Background: an optimization exercise with open tools, aiming at small area. Do not read the settings as production practice.
Function was checked by simulation only, so behaviour that the tests miss may differ from the original.
Power and IR drop assume default switching activity.

==> flow/design.v <==
module reg_file #(
  parameter int DATA_WIDTH = 32,
  parameter int ADDR_WIDTH = 5,
  parameter int ZERO_REG   = 31
) (
  input  logic                  clk,
  input  logic                  rst_n,
  input  logic [ADDR_WIDTH-1:0] read_reg1,
  input  logic [ADDR_WIDTH-1:0] read_reg2,
  input  logic [ADDR_WIDTH-1:0] write_reg,
  input  logic [DATA_WIDTH-1:0] write_data,
  input  logic                  reg_write,
  output logic [DATA_WIDTH-1:0] read_data1,
  output logic [DATA_WIDTH-1:0] read_data2
);
  localparam int W     = DATA_WIDTH;
  localparam int NREGS = 31;
  logic [NREGS-1:0] we, we_n;
  always_comb begin
    for (int i = 0; i < NREGS; i++) begin
      we[i] = reg_write && (write_reg == 5'(i));
    end
  end
  assign we_n = ~we;
  logic [NREGS-1:0] valid;
  always_ff @(posedge clk or negedge rst_n) begin
    if (!rst_n) begin
      valid <= '0;
    end else begin
      valid <= valid | we;
    end
  end
  logic [NREGS-1:0][W-1:0] mem, mem_d;
  for (genvar i = 0; i < NREGS; i++) begin : g_w
    for (genvar b = 0; b < W; b++) begin : g_b
      rf_hold u_h (
        .q(mem[i][b]), .hold(we_n[i]), .d(write_data[b]), .en(we[i]),
        .y(mem_d[i][b])
      );
    end
  end
  always_ff @(posedge clk) begin
    mem <= mem_d;
  end
  logic write_live;
  assign write_live = reg_write && rst_n;
  logic [ADDR_WIDTH-1:0] rr [2];
  logic [W-1:0]          rd [2];
  assign rr[0] = read_reg1;
  assign rr[1] = read_reg2;
  for (genvar p = 0; p < 2; p++) begin : g_p
    logic        hit;
    logic [31:0] sel;
    assign hit = write_live && (write_reg == rr[p]) && (rr[p] != 5'(ZERO_REG));
    logic [3:0] hi;
    logic [7:0] lo;
    always_comb begin
      for (int k = 0; k < 4; k++) hi[k] = (rr[p][4:3] == 2'(k));
      for (int j = 0; j < 8; j++) lo[j] = (rr[p][2:0] == 3'(j));
    end
    for (genvar i = 0; i < NREGS; i++) begin : g_s
      rf_and4 u_s (.a(hi[i/8]), .b(lo[i%8]), .c(valid[i]), .d(we_n[i]), .y(sel[i]));
    end
    assign sel[31] = hit;
    for (genvar b = 0; b < W; b++) begin : g_b
      logic [31:0] q;
      logic [9:0]  g_n;
      logic [3:0]  h;
      for (genvar i = 0; i < NREGS; i++) begin : g_q
        assign q[i] = mem[i][b];
      end
      assign q[31] = write_data[b];
      for (genvar k = 0; k < 10; k++) begin : g_g
        rf_aoi222 u_g (
          .a1(sel[3*k]),   .a2(q[3*k]),
          .b1(sel[3*k+1]), .b2(q[3*k+1]),
          .c1(sel[3*k+2]), .c2(q[3*k+2]),
          .y(g_n[k])
        );
      end
      rf_ao22  u_g10 (.a1(sel[30]), .a2(q[30]), .b1(sel[31]), .b2(q[31]), .y(h[3]));
      rf_nand4 u_h0 (.a(g_n[0]), .b(g_n[1]), .c(g_n[2]), .d(g_n[3]), .y(h[0]));
      rf_nand3 u_h1 (.a(g_n[4]), .b(g_n[5]), .c(g_n[6]), .y(h[1]));
      rf_nand3 u_h2 (.a(g_n[7]), .b(g_n[8]), .c(g_n[9]), .y(h[2]));
      rf_or4   u_o  (.a(h[0]), .b(h[1]), .c(h[2]), .d(h[3]), .y(rd[p][b]));
    end
  end
  assign read_data1 = rd[0];
  assign read_data2 = rd[1];
endmodule
module rf_hold (
  input  logic q,
  input  logic hold,
  input  logic d,
  input  logic en,
  output logic y
);
  assign y = (q & hold) | (d & en);
endmodule
module rf_aoi222 (
  input  logic a1,
  input  logic a2,
  input  logic b1,
  input  logic b2,
  input  logic c1,
  input  logic c2,
  output logic y
);
  assign y = ~((a1 & a2) | (b1 & b2) | (c1 & c2));
endmodule
module rf_ao22 (
  input  logic a1,
  input  logic a2,
  input  logic b1,
  input  logic b2,
  output logic y
);
  assign y = (a1 & a2) | (b1 & b2);
endmodule
module rf_and4 (
  input  logic a,
  input  logic b,
  input  logic c,
  input  logic d,
  output logic y
);
  assign y = a & b & c & d;
endmodule
module rf_nand4 (
  input  logic a,
  input  logic b,
  input  logic c,
  input  logic d,
  output logic y
);
  assign y = ~(a & b & c & d);
endmodule
module rf_nand3 (
  input  logic a,
  input  logic b,
  input  logic c,
  output logic y
);
  assign y = ~(a & b & c);
endmodule
module rf_or4 (
  input  logic a,
  input  logic b,
  input  logic c,
  input  logic d,
  output logic y
);
  assign y = a | b | c | d;
endmodule
==> flow/config.mk <==
export PLATFORM = sky130hd
export DESIGN_NAME = reg_file
export DESIGN_NICKNAME = reg_file
export VERILOG_FILES = /design/flow/design.v
export SDC_FILE = /design/flow/constraint.sdc
export NUM_CORES = 8
export LEC_CHECK = 0
export CAP_MARGIN = 25
export CORE_MARGIN = 2
export CORE_UTILIZATION = 40
export CTS_BUF_LIST = sky130_fd_sc_hd__clkbuf_8
export CTS_CLUSTER_DIAMETER = 70
export CTS_CLUSTER_SIZE = 14
export SLEW_MARGIN = 25
export SYNTH_HIERARCHICAL = 1
==> flow/constraint.sdc <==
create_clock -name core_clock -period 10.0 [get_ports {clk}]
set_input_delay 2.0000 -clock core_clock [delete_from_list [all_inputs] [get_ports {clk}]]
set_output_delay 2.0000 -clock core_clock [all_outputs]
set_load 0.01 [all_outputs]
standard.sh (not shown) runs the stock make flow with config.mk's settings and CLKGATE_MAP_FILE= SYNTH_SCRIPT=/design/flow/synth_recipe.tcl, a recipe that flattens the netlist after the stock synthesis.
==> flow/flow/run.sh <==
#!/bin/bash
# Layout flow: the standard synthesis unchanged, then the standard ORFS
# layout with two changes:
# * the smallest buffer on each port (repair_design sizes up where needed);
# * during floorplan and placement, the resizer may only use cells of drive
#   strength 2 or less, so that it fixes long nets with small buffers and
#   small upsizes rather than large ones. CTS and later steps use the
#   platform's usual cell set.
set -uo pipefail
LIB=$FLOW_HOME/platforms/sky130hd/lib/sky130_fd_sc_hd__tt_025C_1v80.lib
PLATFORM_DU="sky130_fd_sc_hd__probe_p_8 sky130_fd_sc_hd__probec_p_8 sky130_fd_sc_hd__lpflow_bleeder_1 sky130_fd_sc_hd__lpflow_clkbufkapwr_1 sky130_fd_sc_hd__lpflow_clkbufkapwr_16 sky130_fd_sc_hd__lpflow_clkbufkapwr_2 sky130_fd_sc_hd__lpflow_clkbufkapwr_4 sky130_fd_sc_hd__lpflow_clkbufkapwr_8 sky130_fd_sc_hd__lpflow_clkinvkapwr_1 sky130_fd_sc_hd__lpflow_clkinvkapwr_16 sky130_fd_sc_hd__lpflow_clkinvkapwr_2 sky130_fd_sc_hd__lpflow_clkinvkapwr_4 sky130_fd_sc_hd__lpflow_clkinvkapwr_8 sky130_fd_sc_hd__lpflow_decapkapwr_12 sky130_fd_sc_hd__lpflow_decapkapwr_3 sky130_fd_sc_hd__lpflow_decapkapwr_4 sky130_fd_sc_hd__lpflow_decapkapwr_6 sky130_fd_sc_hd__lpflow_decapkapwr_8 sky130_fd_sc_hd__lpflow_inputiso0n_1 sky130_fd_sc_hd__lpflow_inputiso0p_1 sky130_fd_sc_hd__lpflow_inputiso1n_1 sky130_fd_sc_hd__lpflow_inputiso1p_1 sky130_fd_sc_hd__lpflow_inputisolatch_1 sky130_fd_sc_hd__lpflow_isobufsrc_1 sky130_fd_sc_hd__lpflow_isobufsrc_16 sky130_fd_sc_hd__lpflow_isobufsrc_2 sky130_fd_sc_hd__lpflow_isobufsrc_4 sky130_fd_sc_hd__lpflow_isobufsrc_8 sky130_fd_sc_hd__lpflow_isobufsrckapwr_16 sky130_fd_sc_hd__lpflow_lsbuf_lh_hl_isowell_tap_1 sky130_fd_sc_hd__lpflow_lsbuf_lh_hl_isowell_tap_2 sky130_fd_sc_hd__lpflow_lsbuf_lh_hl_isowell_tap_4 sky130_fd_sc_hd__lpflow_lsbuf_lh_isowell_4 sky130_fd_sc_hd__lpflow_lsbuf_lh_isowell_tap_1 sky130_fd_sc_hd__lpflow_lsbuf_lh_isowell_tap_2 sky130_fd_sc_hd__lpflow_lsbuf_lh_isowell_tap_4"
BIG=$(grep -o 'cell *( *"sky130_fd_sc_hd__[a-z0-9_]*_\(4\|6\|8\|12\|16\)")' "$LIB" | sed 's/.*"\(.*\)".*/\1/' | grep -v -E 'tap|fill|decap' | tr '\n' ' ')
PORTS="BUFFER_PORTS_ARGS=-buffer_cell sky130_fd_sc_hd__buf_1"
bash standard.sh synth > flow_synth.log 2>&1 || exit 1
bash standard.sh "$PORTS" DONT_USE_CELLS="$PLATFORM_DU $BIG" place > flow_place.log 2>&1 || exit 1
bash standard.sh "$PORTS" finish > flow_finish.log 2>&1 || exit 1
The starting point finished with timing, DRC and antenna clean.
Rerun with:
--- a/flow/design.v
+++ b/flow/design.v
@@ -48,20 +48,18 @@
   logic [W-1:0]          rd [2];
   assign rr[0] = read_reg1;
   assign rr[1] = read_reg2;
+  logic [NREGS-1:0] wl;
+  assign wl = we & {NREGS{rst_n}};
   for (genvar p = 0; p < 2; p++) begin : g_p
     logic        hit;
     logic [31:0] sel;
     assign hit = write_live && (write_reg == rr[p]) && (rr[p] != 5'(ZERO_REG));
-    logic [3:0] hi;
-    logic [7:0] lo;
     always_comb begin
-      for (int k = 0; k < 4; k++) hi[k] = (rr[p][4:3] == 2'(k));
-      for (int j = 0; j < 8; j++) lo[j] = (rr[p][2:0] == 3'(j));
+      for (int i = 0; i < NREGS; i++) begin
+        sel[i] = (rr[p] == 5'(i)) && valid[i] && !wl[i];
+      end
+      sel[31] = hit;
     end
-    for (genvar i = 0; i < NREGS; i++) begin : g_s
-      rf_and4 u_s (.a(hi[i/8]), .b(lo[i%8]), .c(valid[i]), .d(we_n[i]), .y(sel[i]));
-    end
-    assign sel[31] = hit;
     for (genvar b = 0; b < W; b++) begin : g_b
       logic [31:0] q;
       logic [9:0]  g_n;
@@ -117,15 +115,6 @@
 );
   assign y = (a1 & a2) | (b1 & b2);
 endmodule
-module rf_and4 (
-  input  logic a,
-  input  logic b,
-  input  logic c,
-  input  logic d,
-  output logic y
-);
-  assign y = a & b & c & d;
-endmodule
 module rf_nand4 (
   input  logic a,
   input  logic b,
Effect: Sequential cell count stays the same; power shrinks by 0.63%; final cell count grows by 0.96%; cell area grows by 0.48%; register-to-register slack barely changes; clock skew does not change; routed wire length grows by 0.70%; global-route usage grows by 0.14 points; area after synthesis grows by 0.43%; combinational power barely changes; synthesized cell count grows by 1.5%; sequential power barely changes; clock power shrinks by about 2%; non-clock buffer count grows by 14.

separate check: timing with driven ports:
The flow's constraints put no driver on any port. The routed layouts listed below were extracted and timed again, unchanged, in two steps.
Step 1 (the two cells are an assumption about what drives the block):
set clk [get_ports {clk}]
set_driving_cell -lib_cell sky130_fd_sc_hd__clkbuf_16 $clk
set_driving_cell -lib_cell sky130_fd_sc_hd__buf_2 [delete_from_list [all_inputs] $clk]
Step 2 moves the port delays by t, midway between the first and last clock arrival at a register: inputs arrive t later, outputs are due t later. That takes back most of the time a late clock gives input paths.
Three values: ideal ports, drivers, drivers and shift; two values: the first two.
| run | shift t [ns] | setup WS [ns] | slew at the worst register clock pin (ns) | cell pins on the clock port's net |
|---|---|---|---|---|
| the first run | 0.805 | 1.290 / 1.262 / 1.262 | 0.10 / 0.10 | 1 |
| the second run | 0.830 | 1.733 / 1.710 / 1.710 | 0.10 / 0.10 | 1 |
After both steps every run listed still meets setup and hold. The setup slack of the first run, which loses most, moves by -0.028 ns with the drivers and by -0.028 ns with both steps.
